Source: an optimization exercise on an open RTL-to-GDS flow (aim: small area, a short achievable clock period and few clock cycles). Production flows keep margins and buffers that such runs may drop. No functional check of the RTL was part of any run shown here. No activity file was given, so power comes from the tool's default toggle rates.

### design/flow/design.v
package sls_pkg;
  localparam int unsigned DEF_CAPACITY = 16;
  localparam int unsigned VAL_W        = 32;
  localparam logic signed [VAL_W-1:0] MISS_VALUE = -32'sd99999;
  typedef enum logic [1:0] {
    CMD_INSERT     = 2'd0,
    CMD_REMOVE_AT  = 2'd1,
    CMD_REMOVE_VAL = 2'd2,
    CMD_GET        = 2'd3
  } cmd_t;
  typedef enum logic [1:0] {
    ST_DONE = 2'd0,
    ST_FULL = 2'd1,
    ST_MISS = 2'd2
  } status_t;
endpackage
import sls_pkg::*;
module sls_cell
(
  input  logic                    clk,
  input  logic                    load,          
  input  logic                    take_left,     
  input  logic                    is_insert,     
  input  logic signed [VAL_W-1:0] left_entry,
  input  logic signed [VAL_W-1:0] right_entry,
  input  logic signed [VAL_W-1:0] ins_value,
  input  logic signed [VAL_W-1:0] cmp_value,
  output logic signed [VAL_W-1:0] entry,
  output logic                    gt,            
  output logic                    eq             
);
  assign gt = (entry > cmp_value);
  assign eq = (entry == cmp_value);
  always_ff @(posedge clk) begin
    if (load) begin
      if (take_left)      entry <= left_entry;
      else if (is_insert) entry <= ins_value;
      else                entry <= right_entry;
    end
  end
endmodule
import sls_pkg::*;
module sorted_list_store_unit
#(
  parameter int unsigned CAPACITY = DEF_CAPACITY
) (
  input  logic                    clk,
  input  logic                    rst,
  input  logic                    in_valid,
  output logic                    in_ready,
  input  logic [1:0]              command,
  input  logic signed [VAL_W-1:0] value,
  input  logic [3:0]              position,
  output logic                    out_valid,
  input  logic                    out_ready,
  output logic [1:0]              status,
  output logic signed [VAL_W-1:0] data_out,
  output logic [3:0]              found_index,
  output logic [4:0]              count
);
  localparam int unsigned IDX_W = $clog2(CAPACITY);
  localparam int unsigned CNT_W = $clog2(CAPACITY + 1);
  logic                    i_v;
  logic [1:0]              i_cmd;
  logic signed [VAL_W-1:0] i_val;
  logic [IDX_W-1:0]        i_pos;
  logic                    e_v;
  logic [1:0]              e_cmd;
  logic signed [VAL_W-1:0] e_val;
  logic [IDX_W-1:0]        e_pos;
  logic [CAPACITY-1:0]     e_gt, e_eq;      
  logic                    e_xgt, e_xeq;    
  logic                    e_fins, e_frem;  
  logic [CAPACITY-1:0]     e_ft;            
  logic                    s_v;
  logic [1:0]              s_status;
  logic signed [VAL_W-1:0] s_data;
  logic [IDX_W-1:0]        s_idx;
  logic [CNT_W-1:0]        s_count;
  logic signed [VAL_W-1:0] entry [CAPACITY];
  logic [CNT_W-1:0]        fill;
  logic                    accept, exec, adv;
  logic [CAPACITY-1:0]     c_gt, c_eq;
  logic                    c_xgt, c_xeq;
  assign in_ready = !(i_v && e_v && s_v);
  assign accept   = in_valid && in_ready;
  assign exec     = e_v && (!s_v || out_ready);
  assign adv      = i_v && (!e_v || exec);
  logic [CAPACITY-1:0] load, take_left;
  logic                is_ins;
  for (genvar i = 0; i < CAPACITY; i++) begin : g_cell
    sls_cell u_cell (
      .clk         (clk),
      .load        (load[i]),
      .take_left   (take_left[i]),
      .is_insert   (is_ins),
      .left_entry  (entry[(i == 0) ? 0 : i-1]),
      .right_entry (entry[(i == CAPACITY-1) ? i : i+1]),
      .ins_value   (e_val),
      .cmp_value   (i_val),
      .entry       (entry[i]),
      .gt          (c_gt[i]),
      .eq          (c_eq[i])
    );
  end
  assign c_xgt = (e_val > i_val);
  assign c_xeq = (e_val == i_val);
  logic [CAPACITY-1:0] gt, eq, valid, mark, ge, eqv, here, first_ge, at_pos, psel;
  logic                full, pos_ok, found, ins_ok, rat_ok, rval_ok;
  logic [IDX_W-1:0]    ins_idx, val_idx;
  logic signed [VAL_W-1:0] pos_data;
  logic [1:0]              r_status;
  logic signed [VAL_W-1:0] r_data;
  logic [IDX_W-1:0]        r_idx;
  logic [CNT_W-1:0]        r_count;
  always_comb begin
    for (int i = 0; i < CAPACITY; i++) begin
      gt[i] = e_gt[i];
      eq[i] = e_eq[i];
      if (e_fins && e_ft[i]) begin
        if (i > 0 && e_ft[(i == 0) ? 0 : i-1]) begin
          gt[i] = e_gt[(i == 0) ? 0 : i-1];
          eq[i] = e_eq[(i == 0) ? 0 : i-1];
        end else begin
          gt[i] = e_xgt;
          eq[i] = e_xeq;
        end
      end else if (e_frem && e_ft[i]) begin
        gt[i] = e_gt[(i == CAPACITY-1) ? i : i+1];
        eq[i] = e_eq[(i == CAPACITY-1) ? i : i+1];
      end
    end
  end
  always_comb begin
    for (int i = 0; i < CAPACITY; i++) begin
      valid[i]  = (CNT_W'(i) < fill);
      at_pos[i] = (IDX_W'(i) >= e_pos);
      psel[i]   = (IDX_W'(i) == e_pos);
    end
  end
  assign mark = ~valid | gt;
  assign ge   = valid & (gt | eq);
  assign eqv  = valid & eq;
  assign full    = (fill == CNT_W'(CAPACITY));
  assign pos_ok  = ({1'b0, e_pos} < fill);
  assign found   = |eqv;
  assign is_ins  = (e_cmd == CMD_INSERT);
  assign ins_ok  = is_ins && !full;
  assign rat_ok  = (e_cmd == CMD_REMOVE_AT) && pos_ok;
  assign rval_ok = (e_cmd == CMD_REMOVE_VAL) && found;
  always_comb begin
    ins_idx  = '0;
    val_idx  = '0;
    pos_data = '0;
    for (int i = 0; i < CAPACITY; i++) begin
      here[i]     = mark[i] && (i == 0 || !mark[(i == 0) ? 0 : i-1]);
      first_ge[i] = ge[i] && (i == 0 || !ge[(i == 0) ? 0 : i-1]);
      take_left[i] = (i > 0) && is_ins && mark[(i == 0) ? 0 : i-1];
      if (here[i])     ins_idx |= IDX_W'(i);
      if (first_ge[i]) val_idx |= IDX_W'(i);
      if (psel[i])     pos_data |= entry[i];
    end
  end
  assign load = exec ? ((ins_ok  ? mark   : '0) |
                        (rat_ok  ? at_pos : '0) |
                        (rval_ok ? ge     : '0)) : '0;
  always_comb begin
    r_status = ST_MISS;
    r_data   = MISS_VALUE;
    r_idx    = '0;
    r_count  = fill;
    case (e_cmd)
      CMD_INSERT: begin
        if (full) begin
          r_status = ST_FULL;
        end else begin
          r_status = ST_DONE;
          r_data   = e_val;
          r_idx    = ins_idx;
          r_count  = fill + 1'b1;
        end
      end
      CMD_REMOVE_AT, CMD_GET: begin
        if (pos_ok) begin
          r_status = ST_DONE;
          r_data   = pos_data;
          r_idx    = e_pos;
          if (e_cmd == CMD_REMOVE_AT) r_count = fill - 1'b1;
        end
      end
      default: begin
        if (found) begin
          r_status = ST_DONE;
          r_data   = e_val;
          r_idx    = val_idx;
          r_count  = fill - 1'b1;
        end
      end
    endcase
  end
  always_ff @(posedge clk) begin
    if (rst) begin
      fill <= '0;
    end else if (exec) begin
      fill <= r_count;
    end
  end
  always_ff @(posedge clk) begin
    if (rst) begin
      i_v <= 1'b0;
      e_v <= 1'b0;
    end else begin
      if (accept)    i_v <= 1'b1;
      else if (adv)  i_v <= 1'b0;
      if (adv)       e_v <= 1'b1;
      else if (exec) e_v <= 1'b0;
    end
  end
  always_ff @(posedge clk) begin
    if (accept) begin
      i_cmd <= command;
      i_val <= value;
      i_pos <= position;
    end
    if (adv) begin
      e_cmd  <= i_cmd;
      e_val  <= i_val;
      e_pos  <= i_pos;
      e_gt   <= c_gt;
      e_eq   <= c_eq;
      e_xgt  <= c_xgt;
      e_xeq  <= c_xeq;
      e_fins <= exec && ins_ok;
      e_frem <= exec && (rat_ok || rval_ok);
      e_ft   <= is_ins ? mark : (e_cmd == CMD_REMOVE_AT) ? at_pos : ge;
    end
  end
  always_ff @(posedge clk) begin
    if (rst) begin
      out_valid <= 1'b0;
      s_v       <= 1'b0;
    end else begin
      if (s_v) begin
        if (out_ready) s_v <= exec;
      end else if (out_valid && !out_ready) begin
        s_v <= exec;
      end else begin
        out_valid <= exec;
      end
    end
  end
  always_ff @(posedge clk) begin
    if (s_v) begin
      if (out_ready) begin
        status      <= s_status;
        data_out    <= s_data;
        found_index <= s_idx;
        count       <= s_count;
      end
    end else if (!out_valid || out_ready) begin
      if (exec) begin
        status      <= r_status;
        data_out    <= r_data;
        found_index <= r_idx;
        count       <= r_count;
      end
    end
    if (exec && (s_v || (out_valid && !out_ready))) begin
      s_status <= r_status;
      s_data   <= r_data;
      s_idx    <= r_idx;
      s_count  <= r_count;
    end
  end
endmodule
### design/flow/run.sh
#!/bin/bash
# synth_recipe.tcl (not shown) runs the flow's synth.tcl, then flattens the netlist and writes it again
# the make line also repeats each setting of config.mk as NAME=value (left out here)
make -C /OpenROAD-flow-scripts/flow DESIGN_CONFIG=/design/flow/config.mk WORK_HOME=/design/flow/orfs CLKGATE_MAP_FILE= SYNTH_SCRIPT=/design/flow/synth_recipe.tcl finish
### design/flow/config.mk
export PLATFORM = sky130hd
export DESIGN_NAME = sorted_list_store_unit
export DESIGN_NICKNAME = sorted_list_store_unit
export VERILOG_FILES = /design/flow/design.v
export SDC_FILE = /design/flow/constraint.sdc
export NUM_CORES = 4
export LEC_CHECK = 0
export CAP_MARGIN = 20
export CORE_MARGIN = 2
export CORE_UTILIZATION = 40
export SLEW_MARGIN = 20
### design/flow/constraint.sdc
create_clock -name core_clock -period 7.0 [get_ports {clk}]
set_input_delay 1.4000 -clock core_clock [delete_from_list [all_inputs] [get_ports {clk}]]
set_output_delay 1.4000 -clock core_clock [all_outputs]
set_load 0.01 [all_outputs]
==> results of run 1 <==
[per-layer routing]
metal	global-route usage	wire length (µm)
met5	0.0120	290
met4	0.224	17700
met3	0.107	28900
met2	0.492	95800
met1	0.445	89700
[cell type report]
cell class | instances | area (µm²) | area share
inverters | 100 | 377 | 0.00651
well taps | 1742 | 2180 | 0.0377
diodes | 6 | 15.0 | 0.000259
clock inverters | 46 | 559 | 0.00966
repair buffers | 219 | 1940 | 0.0335
multi-input cells | 4030 | 28400 | 0.491
clock buffers | 114 | 2390 | 0.0414
flip-flops and latches | 735 | 22000 | 0.380
[path summary, 6_finish.rpt]
check / from / end / cells past startpoint / slack (ns)
hold / removal: i_val[22]$_DFFE_PP_ / e_val[22]$_DFFE_PP_ / 0 / 0.42
setup / recovery: e_fins$_DFFE_PP_ / g_cell[13].u_cell.entry[31]$_DFFE_PP_ / 8 / 2.09
hold reg to reg: i_val[22]$_DFFE_PP_ / e_val[22]$_DFFE_PP_ / 0 / 0.42
setup reg to reg: e_fins$_DFFE_PP_ / g_cell[13].u_cell.entry[31]$_DFFE_PP_ / 8 / 2.09
[cell usage after synthesis (all sizes together) (8+ instances only)]
library cell	count
a211oi	36
a21o	141
a21oi	206
a221oi	16
a222oi	38
a22o	10
a22oi	174
a31oi	84
and2	11
and3	10
buf	96
clkbuf	267
dfxtp	9
edfxtp	726
ha	550
inv	97
mux2	56
mux2i	457
nand2	795
nand2b	28
nand3	102
nand4	131
nor2	216
nor2b	54
nor3	44
nor4	20
o211ai	17
o21a	62
o21ai	580
o22ai	36
o31a	8
o31ai	17
or2	18
or3	10
[registers in the layout (all words and copies together) (netlist names), 5 cells and up]
name                 count
count                    5
data_out                32
e_eq                    16
e_ft                    16
e_gt                    16
e_val                   32
fill                     5
g_cell.u_cell.entry    512
i_val                   32
s_count                  5
s_data                  32
[critical path, stage by stage (launching register included)]
cell and delay [ns]:
sky130_fd_sc_hd__edfxtp_1 1.02, sky130_fd_sc_hd__a21oi_1 0.12, sky130_fd_sc_hd__or4_1 0.57, sky130_fd_sc_hd__o2111a_1 0.19, sky130_fd_sc_hd__and3_1 0.30, sky130_fd_sc_hd__a21oi_2 0.64, sky130_fd_sc_hd__a222oi_1 0.30, sky130_fd_sc_hd__nor2_4 0.99
sky130_fd_sc_hd__buf_4 0.44
[kinds of logic (layout without fill, tap and decap cells)]
| group | count (synthesis) | after routing | synth area share |
|---|---|---|---|
| adder cells (fa/ha/maj) | 551 | 551 | 0.133 |
| buffers and inverters | 463 | 479 | 0.0361 |
| AND/OR/NAND/NOR | 1468 | 1468 | 0.127 |
| other | 0 | 6 | 0 |
| flip-flops | 735 | 735 | 0.423 |
| multiplexers | 513 | 513 | 0.100 |
| AO/OA/AOI/OAI | 1498 | 1498 | 0.181 |
[stage by stage]
step / hold WS [ns] / utilization / instances
finish: 0.424 / 0.448 / 6992
global route: 0.448 / 0.448 / 6989
CTS: 0.436 / 0.448 / 6985
detailed placement: 0.410 / 0.425 / 6825
global placement: 0.428 / 0.425 / 6824
floorplan: 0.400 / - / 5228
[report_power, final]
| group | internal (mW) | switching (mW) |
|---|---|---|
| sequential | 4.97 | 0.136 |
| combinational | 0.622 | 1.20 |
| clock | 2.82 | 2.07 |
| total | 8.41 | 3.41 |
==> key figures, run 1 <==
Run status
  – Status: complete, no violations

Clock tree
  – Buffers inserted during post-CTS setup optimization: 0
  – Clock transition at the registers of the reported paths: 0.06 ns
  – Post-CTS Hold Fix Bufs: 0
  – Clock tree buffer depth: 3
  – Count of cells resized by post-cts repair: 0
  – Master cell of the clock root buffer: sky130_fd_sc_hd__clkbuf_16
  – H-tree depth: 3
  – TritonCTS clock tree: done
  – Number of clock sinks seen by CTS: 735
  – Clock buffer count from CTS: 91
  – Clock insertion delay at the later pin of the skew report: between 0.7 and 0.8 ns

Power
  – Power per cell area: 204 nW/µm²
  – Maximum VDD drop: 0.000188 V
  – Static Leak: 23.7 nW
  – Post-layout total power: 11.8 mW

Global route
  – Number of global-route vias before repair: 43600
  – Gr ovfl total: 0
  – Maximum number of pins on one net before global-route repair: 164
  – Initial antenna violation count: 13
  – First-pass GRT wire length: 326000 µm
  – Total routing resource utilization after global routing: 0.344

Layout
  – Count of fill cells added during filler insertion: 12300
  – Nets: 5769
  – Final cell area excluding filler cells: slightly below 60000 µm²
  – Area added between synthesis and finish: 11.4%
  – Most frequent cells in the layout: sky130_fd_sc_hd__nand2_1, sky130_fd_sc_hd__edfxtp_1, sky130_fd_sc_hd__o21ai_0, sky130_fd_sc_hd__ha_1, sky130_fd_sc_hd__mux2i_1
  – Layout cells sized above 1: 0.0782
  – Most common library cell in the layout ignoring fill and taps: sky130_fd_sc_hd__nand2_1

Die
  – CORE AREA: 129000 µm²
  – Starting utilization of the core area: 0.402
  – Cell row count: 132
  – Die span in y: 364 µm
  – Floorplan die width: between 300 and 400 µm
  – IO Pins: 87
  – Die Footprint: 133000 µm²

Synth
  – Synthesis warning total: 3
  – Fraction of registers with async set/reset: 0
  – Post-synthesis cell count: 5228
  – Most area-hungry cell type in the Yosys netlist: sky130_fd_sc_hd__edfxtp_1
  – Synthesized Nets: between 5000 and 6000
  – Number of distinct library cell variants in the gate-level netlist after synthesis: between 80 and 90
  – Mean Syn Cell Area: 9.93 µm²
  – Post-synth top flop: sky130_fd_sc_hd__edfxtp_1
  – Netlist Area Pre-Place: 51900 µm²
  – Register bit count reported by yosys: 735
  – Register area share after synthesis: 0.423
  – Fraction of post-synthesis cell area in the top cell type by area: 0.420
  – Count of flip-flops with a built-in enable after synthesis: slightly above 700
  – Most area-consuming cells after synthesis: sky130_fd_sc_hd__edfxtp_1, sky130_fd_sc_hd__ha_1, sky130_fd_sc_hd__mux2i_1

Timing
  – Fin crit share: 0.701
  – Max Transition Viols Final: 0
  – Pin slew with the least headroom to its limit: between 1 and 1.5 ns
  – Worst Slack Setup Final: between 2 and 2.5 ns
  – Final hold violation count: 0
  – Tmin final: 4.91 ns
  – RSZ-0062 raised after global routing: false
  – Slew Limit Headroom: 0.132
  – Fmax: 204 MHz
  – Clock skew: 0.0707 ns
  – Setup-violating endpoint count in the final report: 0
  – Post-Route Setup TNS: 0 ns

Place
  – Hpwl dp: 161000 µm
  – Number of buffer cells added on primary ports: 86
  – Placed standard-cell area: approximately 55000 µm²
  – Global placer's final weighted congestion: 1.09
  – Worst-case setup slack after placement: ~1.8 ns

Setup path
  – Critical path fanouts, max: 28
  – Type of destination of the critical path: flip-flop
  – Startpoint-to-endpoint class of the critical path: reg2reg
  – WP data required: 7.40 ns
  – Launching element type of the critical path: flip-flop
  – Arrival time of the worst setup path: 5.31 ns

Routing
  – Count of nets left with antenna violations after detail routing: 0
  – Final WL: ~230000 µm
  – DRT Pass-1 Iters: 7
  – Number of vias per cell: 6.60
  – DRC violations left: 0
  – Starting DRC count in detailed routing: 6836
  – Vias: 46200
  – Wire per inst: ~33 µm

Run
  – Number of max-cap violations: 0

Hold path
  – Path class of the lowest-slack min-delay path: reg2reg
==> run 2: changes to the inputs <==
--- a/design/flow/config.mk
+++ b/design/flow/config.mk
@@ -8,4 +8,5 @@
 export CAP_MARGIN = 20
 export CORE_MARGIN = 2
 export CORE_UTILIZATION = 40
+export SETUP_SLACK_MARGIN = 4.2
 export SLEW_MARGIN = 20
==> run 2 against run 1 <==
Maximum frequency is 48% higher; cell count is 6.1% higher; clock-buffer cell count stayed put; core utilization is 6.7 points higher; global-route usage is 3.8 points higher; critical path type unchanged; critical endpoint is now g_cell[9].u_cell.entry[31]$_DFFE_PP_; largest cell class unchanged; largest power group unchanged.
==> key figures, run 2 <==
Run status
  – Status: complete, no violations

Setup path
  – Critical register-to-register path endpoint: g_cell[9].u_cell.entry[31]$_DFFE_PP_
  – Type of destination of the critical path: flip-flop
  – Arrival time of the worst setup path: 3.85 ns
  – Reg-to-Reg Start: e_xeq$_DFFE_PP_
  – Startpoint-to-endpoint class of the critical path: reg2reg
  – Launching element type of the critical path: flip-flop
  – Critical path fanouts, max: 5
  – WP data required: 7.53 ns
  – Worst r2r path cells: 16
  – Register-to-register setup slack: 3.68 ns

Layout
  – Register with the highest flop count: g_cell.u_cell.entry
  – Count of fill cells added during filler insertion: approximately 12000
  – Layout cells sized above 1: 0.217
  – Fin cells: ~7400
  – Fin util: 0.515
  – Most frequent cells in the layout: sky130_fd_sc_hd__nand2_1, sky130_fd_sc_hd__edfxtp_1, sky130_fd_sc_hd__o21ai_0, sky130_fd_sc_hd__ha_1, sky130_fd_sc_hd__mux2i_1
  – FF/Latch Area: 22000 µm²
  – Most common library cell in the layout ignoring fill and taps: sky130_fd_sc_hd__nand2_1
  – Area added between synthesis and finish: 28.0%
  – Max reg flops: 512
  – Final cell area excluding filler cells: 66500 µm²
  – Nets: 6194
  – Area of the multi-input gates: 31300 µm²

Timing
  – Pin slew with the least headroom to its limit: 1.27 ns
  – Clock skew: 0.0612 ns
  – Fin crit share: 0.474
  – Fmax: 301 MHz
  – Post-Route Setup TNS: 0 ns
  – Worst hold margin: roughly 0.42 ns
  – Slew Limit Headroom: 0.154
  – Setup-violating endpoint count in the final report: 0
  – Worst Slack Setup Final: about 3.7 ns
  – Final hold violation count: 0
  – RSZ-0062 raised after global routing: true
  – Tmin final: 3.32 ns
  – Max Transition Viols Final: 0

Synth
  – Complex-gate fraction of the synthesized area: 0.181
  – Synthesis warning total: 3
  – Number of distinct library cell variants in the gate-level netlist after synthesis: 86
  – Top cells by instance count after synthesis: sky130_fd_sc_hd__nand2_1, sky130_fd_sc_hd__edfxtp_1, sky130_fd_sc_hd__o21ai_0
  – Post-synthesis cell count: ~5200
  – Multiplexer share of the synthesized area: 0.100
  – Register area share after synthesis: 0.423
  – Netlist Area Pre-Place: 51900 µm²
  – Fraction of post-synthesis cell area in the top cell type by area: 0.420
  – Most area-hungry cell type in the Yosys netlist: sky130_fd_sc_hd__edfxtp_1
  – Synthesized-area fraction occupied by and/or/nand/nor cells: 0.127
  – Fraction of registers with async set/reset: 0
  – Count of flip-flops with a built-in enable after synthesis: just over 700
  – Post-synth top flop: sky130_fd_sc_hd__edfxtp_1
  – Top-count cell post-synth: sky130_fd_sc_hd__nand2_1
  – Synth Area in XOR/XNOR: 0
  – Main combinational cell family by area after synthesis: compound AO/OA/AOI/OAI gates
  – Synthesized Nets: 5820
  – Adder-cell share of the synthesized area: 0.133
  – Register bit count reported by yosys: about 740
  – Most area-consuming cells after synthesis: sky130_fd_sc_hd__edfxtp_1, sky130_fd_sc_hd__ha_1, sky130_fd_sc_hd__mux2i_1
  – Mean Syn Cell Area: around 9.9 µm²

Power
  – Sequential Power Share: 0.415
  – Part of the total power dissipated in the clock network: 0.383
  – Power per cell area: 185 nW/µm²
  – Static Leak: around 27 nW
  – Post-layout total power: 12.3 mW
  – Switching share of power: 0.305
  – Maximum VDD drop: 0.000203 V
  – Fraction of power consumed by combinational cells: 0.202
  – Psw: 3.75 mW
  – Internal Pwr Total: 8.54 mW

Hold path
  – Number of stages on the worst hold path: 0
  – End point of the worst hold path: e_pos[3]$_DFFE_PP_
  – Path class of the lowest-slack min-delay path: reg2reg
  – Worst hold start: i_pos[3]$_DFFE_PP_

Global route
  – First-pass GRT wire length: 358000 µm
  – Gr ovfl total: 0
  – Global routing's busiest layer: met2
  – Number of global-route vias before repair: 46300
  – M2 GR Usage: 0.531
  – Met3 track demand over resource in global routing: 0.157
  – Initial antenna violation count: 15
  – Total routing resource utilization after global routing: 0.382
  – Global routing met1 resource utilization: 0.480
  – Maximum number of pins on one net before global-route repair: 169

Die
  – Die span in y: approximately 360 µm
  – Die Footprint: 133000 µm²
  – Cell row count: around 130
  – Floorplan die width: 364 µm
  – CORE AREA: roughly 130000 µm²
  – Starting utilization of the core area: 0.402
  – IO Pins: 87

Clock tree
  – H-tree depth: 3
  – Clock buffer count from CTS: 89
  – Number of clock sinks seen by CTS: 735
  – Clock tree buffer depth: 3
  – Clock insertion delay at the later pin of the skew report: 0.79 ns
  – Master cell of the clock root buffer: sky130_fd_sc_hd__clkbuf_16
  – TritonCTS clock tree: done
  – Clock transition at the registers of the reported paths: 0.06 ns

Place
  – Number of buffer cells added on primary ports: 86
  – Worst-case setup slack after placement: 2.17 ns
  – Hpwl dp: about 160000 µm
  – Global placer's final weighted congestion: 1.08
  – Inst Count DP: 6817
  – Placed standard-cell area: 55000 µm²

Routing
  – Count of nets left with antenna violations after detail routing: 0
  – Number of vias per cell: 6.75
  – Vias: 50100
  – DRC violations left: 0
  – Starting DRC count in detailed routing: 8568
  – DRT Pass-1 Iters: 9
  – Final WL: 262000 µm
  – Wire per inst: 35.3 µm

Run
  – Number of max-cap violations: 0
[run 2: timing repair]
action,in CTS,in global routing
setup buffers,275,111
cloned,44,6
setup endpoints to repair,1316,851
endpoints found under the hold margin,0,0
gates resized for setup,791,229
pin swaps,149,157
hold buffers,0,0
[run 2: layer usage]
metal,share of wire,vias to the layer above
met3,0.15,1157
li1,-,20700
met1,0.36,24100
met2,0.39,4088
met4,0.090,22
met5,0.0019,-
[run 2: worst max-delay path by stage]
stage | from | depth (start not counted) | end
6_report | e_xeq$_DFFE_PP_ | 16 | g_cell[9].u_cell.entry[31]$_DFFE_PP_
5_1_grt | e_xeq$_DFFE_PP_ | 16 | g_cell[6].u_cell.entry[29]$_DFFE_PP_
4_1_cts | e_xeq$_DFFE_PP_ | 15 | g_cell[0].u_cell.entry[0]$_DFFE_PP_
3_5_place_dp | e_cmd[1]$_DFFE_PP_ | 6 | g_cell[9].u_cell.entry[4]$_DFFE_PP_
3_3_place_gp | e_fins$_DFFE_PP_ | 9 | g_cell[13].u_cell.entry[31]$_DFFE_PP_
2_1_floorplan | out_ready | 2 | e_cmd[0]$_DFFE_PP_
[run 2: kinds of logic after synthesis]
logic type / after synthesis
compound gates: 1498
buf+inv: 463
fa+ha+maj: 551
flops: 735
mux: 513
simple gates: 1468
[run 2: final cells by class]
type / count / share of cell area
Clock buffer: 114 / 0.0357
Timing Repair Buffer: 642 / 0.116
Sequential cell: 735 / 0.331
Inverter: 100 / 0.00674
Tap cell: 1742 / 0.0328
Clock inverter: 46 / 0.00655
Antenna cell: 7 / 0.000263
Multi-Input combinational cell: 4034 / 0.471
[run 2: power groups by stage]
| stage | Clock (mW) | Combinational [mW] | Sequential [mW] |
|---|---|---|---|
| 2_1_floorplan | 0 | 1.13 | 5.11 |
| 3_3_place_gp | 0 | 1.71 | 5.22 |
| 3_5_place_dp | 0 | 1.73 | 5.22 |
| 4_1_cts | 4.71 | 2.21 | 5.11 |
| 5_1_grt | 4.87 | 2.56 | 5.11 |
| 6_report | 4.70 | 2.48 | 5.10 |
[run 2: worst max-delay path, cell delays in order, from the launching register on]
cell and delay [ns]:
sky130_fd_sc_hd__edfxtp_1 0.45, sky130_fd_sc_hd__buf_6 0.17, sky130_fd_sc_hd__buf_6 0.11, sky130_fd_sc_hd__buf_6 0.11
sky130_fd_sc_hd__mux2i_1 0.14, sky130_fd_sc_hd__nand3_1 0.18, sky130_fd_sc_hd__o221ai_4 0.14, sky130_fd_sc_hd__nor2_4 0.07
sky130_fd_sc_hd__or4_4 0.57, sky130_fd_sc_hd__o21ai_4 0.18, sky130_fd_sc_hd__buf_6 0.14, sky130_fd_sc_hd__buf_6 0.11
sky130_fd_sc_hd__buf_6 0.09, sky130_fd_sc_hd__o221a_4 0.20, sky130_fd_sc_hd__nor2_4 0.07, sky130_fd_sc_hd__buf_12 0.20
sky130_fd_sc_hd__buf_16 0.16

-- re-timing with driven ports --
The flow's constraints put no driver on any port. The routed layouts listed below were extracted and timed again, unchanged, in two steps. Step 1 sets driving cells, clkbuf_16 on the clock port and buf_2 on the other inputs (assumed; they add their load-dependent delay and slew). Step 2 adds t to the input delays and takes it off the output delays; t is the mean of the earliest and latest rising clock arrival at the registers after step 1. Input paths then give back, and output paths get back, about the clock's delay inside the block. Slacks: ideal / step 1 / step 2; pairs: ideal / step 1.
run	t (ns)	setup WS [ns]	hold WS [ns]	clock arrival spread, ns	worst slew at a driven data input, ns
run 1	0.791	2.093 / 2.093 / 2.093	0.424 / 0.424 / 0.424	0.071 / 0.071	0.05
run 2	0.845	3.681 / 3.681 / 3.283	0.424 / 0.424 / 0.424	0.061 / 0.061	0.05
After both steps every run listed still meets setup and hold. The setup slack of run 2, which loses most, moves by 0.000 ns with the drivers and by -0.398 ns with both steps.
